Source: an optimization exercise on an open RTL-to-GDS flow (aim: small area and a short achievable clock period). Production flows keep margins and buffers that such runs may drop.
Function not checked in this run: the RTL went through the layout flow alone.
Power figures rest on the tool's default switching activity, not on a simulated workload.

--- design/flow/design.v ---
module hyperbus_responder #(
    parameter int unsigned MemWords = 256,
    parameter logic [15:0] IdValue  = 16'h0C81
) (
    input  logic        clk_i,
    input  logic        rst_i,
    input  logic        cs_ni,
    input  logic [15:0] dq_i,
    input  logic [1:0]  rwds_i,
    input  logic [3:0]  lat_i,
    input  logic        add_lat_i,
    output logic [15:0] dq_o,
    output logic        dq_oe_o,
    output logic        rwds_o,
    output logic        rwds_oe_o
);
    logic st_idle_q, st_ca1_q, st_ca2_q, st_lat_q, st_read_q, st_write_q, st_regwr_q, st_drain_q;
    logic st_idle_d, st_ca1_d, st_ca2_d, st_lat_d, st_read_d, st_write_d, st_regwr_d, st_drain_d;
    logic [4:0]  cnt_q, cnt_d;
    logic        add_lat_q;
    logic        is_read_q, is_reg_q, linear_q, reg_sel_q;
    logic [4:0]  ahi_q;             
    logic [7:0]  addr_q, addr_d;
    logic [15:0] dq_q;
    logic [15:0] cr0_q;
    logic [15:0] mem_q [256];
    logic [1:0]  wr_en_q;
    logic [7:0]  wr_addr_q;
    logic [15:0] wr_data_q;
    logic [3:0]  lat_nz_s;
    logic [4:0]  lat_eff_s;
    logic [7:0]  addr_next_s;
    logic [15:0] mem_rd_s;
    logic [15:0] rd_data_s;
    logic        adv_s, go_s, lat_done_s;
    always_comb begin
        lat_nz_s  = (lat_i == 4'd0) ? 4'd1 : lat_i;
        lat_eff_s = add_lat_i ? {lat_nz_s, 1'b0} : {1'b0, lat_nz_s};
        addr_next_s = linear_q ? (addr_q + 8'd1) : {addr_q[7:4], addr_q[3:0] + 4'd1};
    end
    always_comb begin
        lat_done_s = (cnt_q == 5'd1);
        adv_s      = st_read_q || st_write_q || (st_lat_q && lat_done_s && is_read_q);
        go_s       = !cs_ni;
        st_idle_d  = !go_s;
        st_ca1_d   = go_s && st_idle_q;
        st_ca2_d   = go_s && st_ca1_q;
        st_regwr_d = go_s && st_ca2_q && is_reg_q && !is_read_q;
        st_lat_d   = go_s && ((st_ca2_q && !(is_reg_q && !is_read_q)) || (st_lat_q && !lat_done_s));
        st_read_d  = go_s && (st_read_q || (st_lat_q && lat_done_s && is_read_q));
        st_write_d = go_s && (st_write_q || (st_lat_q && lat_done_s && !is_read_q));
        st_drain_d = go_s && (st_drain_q || st_regwr_q);
        if (st_idle_q)     cnt_d = lat_eff_s;
        else if (st_lat_q) cnt_d = cnt_q - 5'd1;
        else               cnt_d = cnt_q;
        if (st_ca2_q)      addr_d = {ahi_q, dq_i[2:0]};
        else if (adv_s)    addr_d = addr_next_s;
        else               addr_d = addr_q;
    end
    always_ff @(posedge clk_i) begin
        if (rst_i) begin
            st_idle_q  <= 1'b1;
            st_ca1_q   <= 1'b0;
            st_ca2_q   <= 1'b0;
            st_lat_q   <= 1'b0;
            st_read_q  <= 1'b0;
            st_write_q <= 1'b0;
            st_regwr_q <= 1'b0;
            st_drain_q <= 1'b0;
        end else begin
            st_idle_q  <= st_idle_d;
            st_ca1_q   <= st_ca1_d;
            st_ca2_q   <= st_ca2_d;
            st_lat_q   <= st_lat_d;
            st_read_q  <= st_read_d;
            st_write_q <= st_write_d;
            st_regwr_q <= st_regwr_d;
            st_drain_q <= st_drain_d;
        end
        cnt_q  <= cnt_d;
        addr_q <= addr_d;
        if (!cs_ni && st_idle_q) begin
            add_lat_q <= add_lat_i;
            is_read_q <= dq_i[15];
            is_reg_q  <= dq_i[14];
            linear_q  <= dq_i[13];
        end
        if (st_ca1_q) ahi_q <= dq_i[4:0];
        if (st_ca2_q) reg_sel_q <= dq_i[0];
    end
    always_ff @(posedge clk_i) begin
        if (rst_i)
            cr0_q <= 16'h8F1F;
        else if (!cs_ni && st_regwr_q && reg_sel_q)
            cr0_q <= dq_i;
    end
    always_comb begin
        mem_rd_s = '0;
        for (int w = 0; w < 256; w++) begin
            mem_rd_s = mem_rd_s | (mem_q[w] & {16{addr_q == 8'(w)}});
        end
        if (is_reg_q) rd_data_s = reg_sel_q ? cr0_q : IdValue;
        else          rd_data_s = mem_rd_s;
    end
    always_ff @(posedge clk_i) begin
        dq_q <= rd_data_s;
    end
    always_ff @(posedge clk_i) begin
        wr_en_q   <= (!cs_ni && !rst_i && st_write_q) ? ~rwds_i : 2'b00;
        wr_addr_q <= addr_q;
        wr_data_q <= dq_i;
    end
    always_ff @(posedge clk_i) begin
        for (int w = 0; w < 256; w++) begin
            if (wr_en_q[0] && wr_addr_q == 8'(w)) mem_q[w][7:0]  <= wr_data_q[7:0];
            if (wr_en_q[1] && wr_addr_q == 8'(w)) mem_q[w][15:8] <= wr_data_q[15:8];
        end
    end
    assign dq_o      = dq_q;
    assign dq_oe_o   = !cs_ni && !rst_i && st_read_q;
    assign rwds_oe_o = !cs_ni && !rst_i && !(st_lat_q || st_write_q || st_regwr_q || st_drain_q);
    assign rwds_o    = st_idle_q ? add_lat_i : (st_read_q || add_lat_q);
endmodule
--- design/flow/run.sh ---
#!/bin/bash
# synth_recipe.tcl (not shown) runs the flow's synth.tcl, then flattens the netlist and writes it again
# the make line also repeats each setting of config.mk as NAME=value (left out here)
make -C /OpenROAD-flow-scripts/flow DESIGN_CONFIG=/design/flow/config.mk WORK_HOME=/design/flow/orfs CLKGATE_MAP_FILE= SYNTH_SCRIPT=/design/flow/synth_recipe.tcl finish
--- design/flow/config.mk ---
export PLATFORM = sky130hd
export DESIGN_NAME = hyperbus_responder
export DESIGN_NICKNAME = hyperbus_responder
export VERILOG_FILES = /design/flow/design.v
export SDC_FILE = /design/flow/constraint.sdc
export NUM_CORES = 4
export LEC_CHECK = 0
export CAP_MARGIN = 20
export CORE_MARGIN = 2
export CORE_UTILIZATION = 60
export SETUP_SLACK_MARGIN = 1.5
export SLEW_MARGIN = 20
export TNS_END_PERCENT = 100
--- design/flow/constraint.sdc ---
create_clock -name core_clock -period 4.5 [get_ports {clk_i}]
set_input_delay 0.9000 -clock core_clock [delete_from_list [all_inputs] [get_ports {clk_i}]]
set_output_delay 0.9000 -clock core_clock [all_outputs]
set_load 0.01 [all_outputs]
==> results.cfg <==
[run_status]
status = stopped before the end
stop_stage = global routing
firstError = [ERROR GRT-0116] Global routing finished with congestion. Check the congestion regions in the DRC Viewer.

[global_routing]
first_global_vias = 144397
grt_util_all_layers_pct = 94.56
grt_pass1_wl_mm = 1645
grt_max_degree = 149
grt_overflow = 11830

[placement]
post-place-ws_ns = -0.2909
portBuffers = 44
place.gp.congestion = 1.398
place_area_mm2 = 0.1739
hpwl_mm = 768.3

[logic_synthesis]
async_flop_share_pct = 0
ys_types = 81
ys_top_cells_by_area = edfxtp_1 (80%), a22oi_1 (6.4%), nor2_1 (2.0%), a22o_1 (1.0%), and3_1 (0.89%)
netlist.top_cell.by_area = edfxtp_1
synth_nets = 9120
synth_cells = 9088
ys_warn_count = 2
synth_flop_cell = edfxtp_1
yosysMostFrequentCell = edfxtp_1
yosysTopAreaCellShare_pct = 79.61
yosys-top-cells-count = edfxtp_1 (4119), a22oi_1 (1331), nor2_1 (825), clkbuf_1 (345), nand2_1 (237)
synth-seq-cells = 4185
seq_area_frac_synth_pct = 80.46
synth_edf_count = 4119
avgSynthCellArea_um2 = 17.10
synth_area_mm2 = 0.1554

[clocking]
cts-buffers-inserted = 413
clock_sinks = 4185
h-tree-depth = 5
cts-root-buf = clkbuf_16
ctsHoldBuffers = 0
cts_max_path_buffers = 4

[floorplan]
start_util_pct = 60.42
dieHeight_um = 512.9
die_w_um = 512.9
io_pins = 45
placementRows = 186
-- through the flow --
step                      power [mW]  cells  setup TNS, ns  hold WS, ns  util (%)
after CTS                      78.59  14636              0       0.4045     73.91
after detailed placement       45.05  13745        -0.4015       0.4521     67.61
after global placement         45.02  13736        -0.9942       0.4271     67.53
after floorplan                44.17   9088              0       0.3571         -
-- cells by family after synthesis --
| group | after synthesis | synth area share [%] |
|---|---|---|
| buffers and inverters | 557 | 1.528 |
| multiplexers | 74 | 0.4993 |
| adder cells (fa/ha/maj) | 6 | 0.04832 |
| XOR/XNOR | 9 | 0.05074 |
| AO/OA/AOI/OAI | 2182 | 10.73 |
| flip-flops | 4185 | 80.46 |
| AND/OR/NAND/NOR | 2075 | 6.681 |
-- power groups by stage --
stage | combinational (mW) | sequential [mW] | clock [mW]
floorplan | 0.179 | 44.0 | 0
global placement | 1.19 | 43.8 | 0
detailed placement | 1.22 | 43.8 | 0
CTS | 1.27 | 43.0 | 34.3
-- how the worst max path moves through the flow --
stage / start / to / depth (start not counted)
CTS: addr_q[1] / dq_q[14] / 12
detailed placement: addr_q[1] / dq_q[4] / 14
floorplan: addr_q[0] / dq_q[11] / 12
global placement: addr_q[4] / dq_q[4] / 10
-- routing by layer --
| layer | GRT overflow | track usage (%) |
|---|---|---|
| met5 | 90 | 70.76 |
| met4 | 2879 | 93.18 |
| met3 | 808 | 86.84 |
| met2 | 7077 | 106.1 |
| met1 | 976 | 92.05 |
-- repair_timing --
item | in CTS
buffers inserted | 117
endpoints found under the hold margin | 0
cloned | 11
pin swaps | 78
setup endpoints to repair | 571
resized for setup | 347
